Context: an optimization exercise on an open-source flow, tuned for small area. The choices shown serve that exercise and are no tape-out recipe.
In this exercise RTL edits were held to simulation tests only and were not proved equivalent to the original.
Power figures rest on the tool's default switching activity, not on a simulated workload.

### design/flow/flow/run.sh
#!/bin/bash
# ORFS layout with these changes:
#  - synthesis maps logic with an area-oriented ABC script (flow/abc_area.script)
#    in place of ORFS's speed script; everything else in synthesis, including
#    the standard flow's synthesis wrapper (flatten, renames) and the flip-flop mapping,
#    is unchanged;
#  - port buffering uses the smallest buffer cell (buf_1);
#  - clock tree synthesis uses small clock buffers and no dummy load cells;
#  - timing-driven global placement does not keep its trial buffering.
# Each step's full output is in orfs/logs/; the make output is in synth.log and
# layout.log here.
set -euo pipefail
rm -rf scripts_area
cp -r "$FLOW_HOME/scripts" scripts_area
cp flow/abc_area.script scripts_area/abc_speed.script
bash standard.sh "SCRIPTS_DIR=$PWD/scripts_area" synth > synth.log 2>&1
bash standard.sh \
  "BUFFER_PORTS_ARGS=-buffer_cell sky130_fd_sc_hd__buf_1" \
  "GPL_KEEP_OVERFLOW=0" \
  "CTS_ARGS=-sink_clustering_enable -repair_clock_nets -dont_use_dummy_load -buf_list {sky130_fd_sc_hd__clkbuf_4 sky130_fd_sc_hd__clkbuf_8}" \
  finish > layout.log 2>&1
### design/flow/flow/abc_area.script
strash
&get -n
&st
&dch
&nf -R 1000
&put
strash
&get -n
&st
&dch
&nf -R 1000
&put
### design/flow/standard.sh
#!/bin/bash
# synth_recipe.tcl (not shown) runs the flow's synth.tcl, then flattens the netlist and writes it again
# the make line also repeats each setting of config.mk as NAME=value (left out here)
make -C /OpenROAD-flow-scripts/flow DESIGN_CONFIG=/design/flow/config.mk WORK_HOME=/design/flow/orfs CLKGATE_MAP_FILE= SYNTH_SCRIPT=/design/flow/synth_recipe.tcl "${@:-finish}"
### design/flow/config.mk
export PLATFORM = sky130hd
export DESIGN_NAME = yuv420_fb_reader
export DESIGN_NICKNAME = yuv420_fb_reader
export VERILOG_FILES = /design/flow/design.v
export SDC_FILE = /design/flow/constraint.sdc
export NUM_CORES = 4
export LEC_CHECK = 0
export CAP_MARGIN = 10
export CORE_AREA = 2.5 2.5 147.5 67.5
export DIE_AREA = 0 0 150 70
export PLACE_DENSITY = 0.75
export SLEW_MARGIN = 10
### design/flow/constraint.sdc
create_clock -name core_clock -period 5.0 [get_ports {MIPI_PIXEL_CLK}]
set_input_delay 1.0000 -clock core_clock [delete_from_list [all_inputs] [get_ports {MIPI_PIXEL_CLK}]]
set_output_delay 1.0000 -clock core_clock [all_outputs]
set_load 0.01 [all_outputs]
### design/flow/design.v
package yuv_fb_pkg;
    localparam int unsigned Y_SAMPLES_PER_WORD = 5;
    localparam int unsigned C_SAMPLES_PER_WORD = 18;
    localparam int unsigned Y_WORD_W           = 40;
    localparam int unsigned C_WORD_W           = 144;
    typedef enum logic [2:0] {
        IDLE   = 3'b000,
        LOAD   = 3'b010,
        LOAD2  = 3'b001,
        STREAM = 3'b100,
        DONE   = 3'b011
    } fb_state_e;
endpackage
module yuv_aoi222 (
    input  logic a0, s0, a1, s1, a2, s2,
    output logic y
);
    assign y = ~((a0 & s0) | (a1 & s1) | (a2 & s2));
endmodule
module yuv_aoi22 (
    input  logic a0, s0, a1, s1,
    output logic y
);
    assign y = ~((a0 & s0) | (a1 & s1));
endmodule
module yuv_incbit (
    input  logic a, p, c, clr,
    output logic y
);
    assign y = a ^ ((c & p) | (clr & a));
endmodule
module yuv_prefix_and #(
    parameter int unsigned W  = 16,
    parameter bit          UD = 1'b0      
) (
    input  logic [W-1:0] a,
    input  logic         dn,
    output logic [W-1:0] p
);
    always_comb begin
        p[0] = 1'b1;
        for (int unsigned i = 1; i < W; i++)
            p[i] = p[i-1] & (a[i-1] ^ (UD & dn));
    end
endmodule
module yuv_inc #(
    parameter int unsigned W  = 16,
    parameter bit          UD = 1'b0      
) (
    input  logic [W-1:0] a,
    input  logic         dn,
    input  logic         c,
    input  logic         clr,
    output logic [W-1:0] y
);
    logic [W-1:0] p;
    yuv_prefix_and #(.W(W), .UD(UD)) u_p (.a(a), .dn(dn), .p(p));
    for (genvar i = 0; i < W; i++) begin : g_bit
        yuv_incbit u_b (.a(a[i]), .p(p[i]), .c(c), .clr(clr), .y(y[i]));
    end
endmodule
module packed_lane_unpacker #(
    parameter int unsigned SAMPLES = 5
) (
    input  logic [SAMPLES*8-1:0] q,
    input  logic [SAMPLES-1:0]   hot,
    output logic [7:0]           sample
);
    localparam int unsigned G3 = SAMPLES / 3;
    localparam int unsigned G  = (SAMPLES + 2) / 3;
    localparam int unsigned R  = SAMPLES % 3;
    for (genvar b = 0; b < 8; b++) begin : g_bit
        logic [G-1:0] g_n;
        for (genvar g = 0; g < G3; g++) begin : g_3
            yuv_aoi222 u_s (
                .a0(q[8*(3*g) + b]),   .s0(hot[3*g]),
                .a1(q[8*(3*g+1) + b]), .s1(hot[3*g+1]),
                .a2(q[8*(3*g+2) + b]), .s2(hot[3*g+2]),
                .y(g_n[g])
            );
        end
        if (R == 2) begin : g_2
            yuv_aoi22 u_s (
                .a0(q[8*(3*G3) + b]),   .s0(hot[3*G3]),
                .a1(q[8*(3*G3+1) + b]), .s1(hot[3*G3+1]),
                .y(g_n[G3])
            );
        end else if (R == 1) begin : g_1
            assign g_n[G3] = ~(q[8*(3*G3) + b] & hot[3*G3]);
        end
        assign sample[b] = ~&g_n;
    end
endmodule
module yuv420_fb_reader #(
    parameter int unsigned WIDTH  = 640,
    parameter int unsigned HEIGHT = 480,
    parameter int unsigned Y_AW   = 16,
    parameter int unsigned C_AW   = 13
) (
    input  logic                MIPI_PIXEL_CLK,
    input  logic                RESET_N,
    input  logic                frame_start,
    output logic                busy,
    output logic                frame_done,
    output logic [Y_AW-1:0]     y_rdaddress,
    input  logic [yuv_fb_pkg::Y_WORD_W-1:0] y_q,
    output logic [C_AW-1:0]     u_rdaddress,
    input  logic [yuv_fb_pkg::C_WORD_W-1:0] u_q,
    output logic [C_AW-1:0]     v_rdaddress,
    input  logic [yuv_fb_pkg::C_WORD_W-1:0] v_q,
    output logic                pix_valid,
    input  logic                pix_ready,
    output logic [7:0]          pix_y,
    output logic [7:0]          pix_u,
    output logic [7:0]          pix_v,
    output logic                pix_sof,
    output logic                pix_eol
);
    localparam int unsigned YS = yuv_fb_pkg::Y_SAMPLES_PER_WORD;    
    localparam int unsigned CS = yuv_fb_pkg::C_SAMPLES_PER_WORD;    
    localparam int unsigned LW = $clog2(WIDTH / YS);                
    yuv_fb_pkg::fb_state_e state_q, state_d;
    logic [Y_AW-1:0] ya, y_next;    
    logic [2:0]      yo;            
    logic [C_AW-1:0] ca, c_next;    
    logic [4:0]      co;            
    logic            sof_q;         
    logic idle, load, load2, stream, xfer, y_wrap, eol, last_row;
    logic odd_row, c_step, c_wrap, y_inc, c_ge14, c_bor;
    logic c_dn, c0, c1, c4, c_t1, c_g;
    logic [2:0]    yo_inc;          
    logic [4:0]    co_inc, co_add4;  
    logic [YS-1:0] y_hot;
    logic [CS-1:0] c_hot;
    assign idle     = (state_q == yuv_fb_pkg::IDLE);
    assign load     = (state_q == yuv_fb_pkg::LOAD);
    assign load2    = (state_q == yuv_fb_pkg::LOAD2);
    assign stream   = state_q[2];
    assign xfer     = stream && pix_ready;
    assign y_wrap   = yo[2];                                    
    assign eol      = y_wrap && (&ya[LW-1:0]);                  
    assign last_row = ya[LW+8] & ya[LW+7] & ya[LW+6] & ya[LW+4] & ya[LW+3]
                    & ya[LW+2] & ya[LW+1] & ya[LW];
    assign odd_row  = ya[LW];
    assign c_step   = xfer && (ya[0] ^ yo[0]);
    assign c_wrap   = co[4] & co[0];                            
    assign c_ge14   = co[4] | (co[3] & co[2] & co[1]);          
    assign y_inc    = xfer && y_wrap;
    yuv_inc #(.W(Y_AW)) u_y_inc (.a(ya), .dn(1'b0), .c(y_inc), .clr(idle), .y(y_next));
    assign c_bor    = co[4] | co[3] | co[2];
    assign c_dn     = odd_row && (load || load2);
    assign c4       = load && odd_row;
    assign c1       = load2 && odd_row && c_bor;
    assign c0       = c_step && c_wrap || load2 && odd_row && !c_bor;
    assign c_t1     = c0 && (ca[0] ^ c_dn) || c1;
    assign c_g      = c_t1 && (ca[1] ^ c_dn) && (ca[2] ^ c_dn) && (ca[3] ^ c_dn) || c4;
    assign c_next[0] = ca[0] ^ (c0 || idle && ca[0]);
    assign c_next[1] = ca[1] ^ (c_t1 || idle && ca[1]);
    assign c_next[2] = ca[2] ^ (c_t1 && (ca[1] ^ c_dn) || idle && ca[2]);
    assign c_next[3] = ca[3] ^ (c_t1 && (ca[1] ^ c_dn) && (ca[2] ^ c_dn) || idle && ca[3]);
    yuv_inc #(.W(C_AW-4), .UD(1'b1)) u_c_inc (.a(ca[C_AW-1:4]), .dn(c_dn), .c(c_g), .clr(idle), .y(c_next[C_AW-1:4]));
    always_comb begin
        state_d = state_q;
        case (state_q)
            yuv_fb_pkg::IDLE:    if (frame_start) state_d = yuv_fb_pkg::LOAD;
            yuv_fb_pkg::LOAD:    state_d = yuv_fb_pkg::LOAD2;
            yuv_fb_pkg::LOAD2:   state_d = yuv_fb_pkg::STREAM;
            yuv_fb_pkg::STREAM:  if (xfer && eol) state_d = last_row ? yuv_fb_pkg::DONE : yuv_fb_pkg::LOAD;
            yuv_fb_pkg::DONE:    state_d = yuv_fb_pkg::IDLE;
            default: state_d = yuv_fb_pkg::IDLE;
        endcase
    end
    always_ff @(posedge MIPI_PIXEL_CLK) begin
        if (!RESET_N)
            state_q <= yuv_fb_pkg::IDLE;
        else
            state_q <= state_d;
        ya <= y_next;      
        ca <= c_next;      
        if (idle) begin
            yo    <= '0;
            co    <= '0;
            sof_q <= 1'b1;
        end else begin
            if (xfer) begin
                yo    <= yo_inc;
                sof_q <= 1'b0;
            end
            if (c4)
                co <= co_add4;
            else if (c_step)
                co <= co_inc;
        end
    end
    assign yo_inc[0]  = ~yo[0] & ~yo[2];
    assign yo_inc[1]  = yo[1] ^ yo[0];
    assign yo_inc[2]  = yo[1] & yo[0];
    assign co_inc[0]  = ~co[0];
    assign co_inc[1]  = (co[1] ^ co[0]) & ~co[4];
    assign co_inc[2]  = co[2] ^ (co[1] & co[0]);
    assign co_inc[3]  = co[3] ^ (co[2] & co[1] & co[0]);
    assign co_inc[4]  = (co[3] & co[2] & co[1] & co[0]) | (co[4] & ~co[0]);
    assign co_add4[0] = co[0];
    assign co_add4[1] = co[1] ^ c_ge14;
    assign co_add4[2] = ~co[2] & ~c_ge14;
    assign co_add4[3] = (co[3] ^ co[2]) & ~c_ge14;
    assign co_add4[4] = co[3] & co[2] & ~c_ge14;
    assign y_hot[0] = ~(yo[2] | yo[1] | yo[0]);
    assign y_hot[1] = ~yo[1] &  yo[0];
    assign y_hot[2] =  yo[1] & ~yo[0];
    assign y_hot[3] =  yo[1] &  yo[0];
    assign y_hot[4] =  yo[2];
    always_comb begin
        for (int unsigned k = 0; k < 16; k++)
            c_hot[k] = (co[3:0] == 4'(k)) && (k >= 2 || !co[4]);
        c_hot[16] = co[4] & ~co[0];
        c_hot[17] = co[4] &  co[0];
    end
    logic [7:0] y_s, u_s, v_s;
    packed_lane_unpacker #(.SAMPLES(YS)) u_y_sel (.q(y_q), .hot(y_hot), .sample(y_s));
    packed_lane_unpacker #(.SAMPLES(CS)) u_u_sel (.q(u_q), .hot(c_hot), .sample(u_s));
    packed_lane_unpacker #(.SAMPLES(CS)) u_v_sel (.q(v_q), .hot(c_hot), .sample(v_s));
    assign pix_y       = y_s;
    assign pix_u       = u_s;
    assign pix_v       = v_s;
    assign y_rdaddress = y_next;
    assign u_rdaddress = c_next;
    assign v_rdaddress = c_next;
    assign busy        = |state_q;
    assign frame_done  = (state_q == yuv_fb_pkg::DONE);
    assign pix_valid   = stream;
    assign pix_sof     = sof_q;
    assign pix_eol     = eol;
endmodule
==> run notes <==
state kept, by name, indices dropped and copies added (netlist names):
| signal | flops |
|---|---|
| ya | 16 |
| ca | 13 |
| sof_q | 1 |
| co | 5 |
| yo | 3 |
| state_q | 3 |
power by group:
group	switching [mW]	internal, mW	total (mW)
clock network	0.105	0.0901	0.196
registers	0.00511	0.330	0.335
logic	0.108	0.0815	0.189
cell type report:
type	count	area, µm²
diodes	8	20.0
clock buffers	5	68.8
fillers	930	3940
inverters	8	30.0
multi-input cells	339	2480
flip-flops and latches	41	821
well taps	125	156
repair buffers	403	1520
layout by cell type (no fill, tap or decap), drive strengths merged:
master | synthesis | layout
and3 | 6 | 6
a2bb2oi | 1 | 1
buf | 38 | 403
mux2 | 1 | 1
clkinv | 8 | 8
nor3 | 6 | 6
nor3b | 3 | 3
nand3 | 28 | 28
a222oi | 104 | 104
o21a | 1 | 1
diode | 0 | 8
and2 | 18 | 18
mux2i | 2 | 2
o21ai | 19 | 19
a21boi | 1 | 1
dfxtp | 41 | 41
nand4 | 6 | 6
o221ai | 1 | 1
a21o | 1 | 1
a32o | 1 | 1
a21oi | 30 | 30
and4 | 16 | 16
nor2b | 2 | 2
nand2 | 31 | 31
xnor2 | 7 | 7
clkbuf | 0 | 5
nor2 | 20 | 20
a211oi | 2 | 2
a22oi | 14 | 14
a32oi | 1 | 1
a31oi | 2 | 2
xor2 | 4 | 4
ha | 11 | 11
through the flow:
step                area [µm²]  setup TNS (ns)
floorplan                 3600               0
global placement          4980          -0.424
detailed placement        5000               0
CTS                       5060               0
global route              5070               0
finish                    5090               0
kinds of logic after synthesis:
logic type / Yosys count / share of synthesized area
simple gates: 136 / 0.201
flops: 41 / 0.228
buf+inv: 46 / 0.0875
fa+ha+maj: 11 / 0.0382
compound gates: 178 / 0.410
mux: 3 / 0.00868
xor+xnor: 11 / 0.0267
per-layer routing:
metal,global-route usage,up-vias,routed length [µm]
met5,0,-,49
met4,0.108,8,581
met3,0.208,73,4120
met2,0.571,574,9320
met1,0.610,2879,9960
li1,-,2606,-
worst paths after layout:
path	to	cells after the start
worst min-delay path	sof_q	2
worst min register to register	sof_q	2
worst max register to register	ca[12]	12
worst max-delay path	u_rdaddress[12]	15
what timing repair did:
item / in CTS / in global routing
resized for setup: 0 / 4
buffers inserted: 0 / 0
endpoints found under the setup margin: 0 / 8
worst max-delay path: stages:
cell       delay (ns)
buf_1            0.11
nand2_1          0.18
nor2_4           0.25
a32o_1           0.19
a2bb2oi_1        0.12
nor2_1           0.18
nand2_1          0.10
o21ai_1          0.29
nand4_1          0.19
nor2_1           0.24
o21ai_0          0.18
nor2_1           0.16
a21oi_1          0.05
a21oi_1          0.20
buf_1            0.18
==> results by group <==
Timing
  • Clock skew: 0.0208 ns
  • Slew at the pin with the worst max-slew slack: 1.31 ns
  • Final hold slack: 0.452 ns
  • Fmax: 0.215 GHz
  • Min cycle time layout: 4.64 ns
  • Setup-failing EPs final: 0
  • Pins over their slew limit: 0
  • Worst rel slew slack: 0.124
  • Setup ws final: 0.359 ns
  • Period Utilization, post-route: 0.928
  • RSZ-0062 raised after global routing: no
  • Final hold vios: 0

Floorplanning
  • IO Count: 403
  • Core ar.: 9040 µm²
  • Starting Density: 0.399
  • Die Wd: 150 µm
  • Die area: 10500 µm²
  • Die height: 70 µm
  • Site row count: 23

Clock tree
  • Clock Latency Late Sink: 0.30 ns
  • CTS tree: done
  • CTS sink cnt: 41
  • CTS Root Cell: clkbuf_8
  • H-tree depth: 2
  • Post-CTS Hold Buffers: 0
  • CTS Buf Count: 5
  • Clock-pin transition on the worst setup and hold timing paths: 0.06 ns
  • Clock Path Buffers: 2

Global route
  • First-pass GRT wire length: 34000 µm
  • Vias in the first global route: 5493
  • Largest net degree at the start of global routing: 37
  • Tot GR Track Use: 0.430
  • Initial antenna violation count: 10
  • Total global routing overflow: 0

Placed design
  • HPWL Detailed: 19800 µm
  • RD Place Congestion: 1.07
  • Dpl cells: 916
  • Place WS: 0.0859 ns
  • IO buf count: 402

Worst setup path
  • Crit path capture type: primary output
  • R2R Path Start: co[0]
  • Worst EP required: 4.00 ns
  • Register-to-register setup slack: 1.74 ns
  • Critical Path Fanout Max: 8
  • Worst Setup SP: pix_ready
  • CP startpoint kind: input port
  • Critical Setup Path Class: in -> out
  • Worst Path Arrival: 3.64 ns

Detailed routing
  • WL/cell: 25.9 µm
  • Drt initial violations: 1284
  • Post-route ant nets: 0
  • DRC violations left: 0
  • Drt via density: 6.61
  • Final wirelength: 24000 µm
  • DRT Pass-1 Iters: 12
  • Via count: 6140

Logic synthesis
  • Count leader, synth: a222oi_1
  • Mean Syn Cell Area: 8.46 µm²
  • Number of synthesized flops with an enable pin: 0
  • Post-synth top area cell: a222oi_1
  • Mapped Area: 3600 µm²
  • Fraction of synthesis flops using an asynchronous set or reset pin: 0
  • Number of library cell types mapped by synthesis: 31
  • Yosys Warn Count: 3
  • Cell count after synthesis: 426
  • Register area share after synthesis: 0.228
  • Top-area cell type share of the netlist area: 0.289
  • Most common library cells after synthesis: a222oi_1, dfxtp_1, buf_4
  • Mapped Nets: 769
  • Top FF cell, synth: dfxtp_1
  • Post-synthesis register bit count: 41
  • Top post-synthesis cells by area: a222oi_1, dfxtp_1, buf_4, a21oi_1, and4_1

Power and ir drop
  • Lkg Pwr: 1.52 nW
  • IR Drop Worst-Case VDD: 127 µV
  • Final Power: 0.719 mW
  • Pwr dens: 141 nW/µm²

Cells and area
  • Final std cells w/o fill: 929
  • Layout cell share with drive strength beyond 1: 0.0126
  • Nets: 1141
  • Final core utilization: 0.564
  • Synthesis-to-finish area growth: 41.4%

Hold path
  • Hold Path Origin: sof_q
  • Min-Delay Path Class: reg -> reg

Job
  • MaxCap Viol Count: 0

Run status
  • Outcome: timing/DRC/antenna clean

re-timing with driven ports:
In the flow no input, the clock included, has a driving cell. The finished layout below was timed again as built, in two steps. Step 1 (the two cells are an assumption about what drives the block):
set clk [get_ports {MIPI_PIXEL_CLK}]
set_driving_cell -lib_cell sky130_fd_sc_hd__clkbuf_16 $clk
set_driving_cell -lib_cell sky130_fd_sc_hd__buf_2 [delete_from_list [all_inputs] $clk]
Step 2 also shifts input and output timing later by t, the mid clock arrival at the registers, as if the neighbouring blocks saw the same clock. a / b / c = no drivers / after step 1 / after step 2; a / b = the first two.
shift t [ns]: 0.315
setup WS [ns]: 0.359 / 0.324 / 0.324
slew at the worst register clock pin (ns): 0.09 / 0.09
After both steps this run still meets setup and hold. The setup slack of this run moves by -0.035 ns with the drivers and by -0.035 ns with both steps.
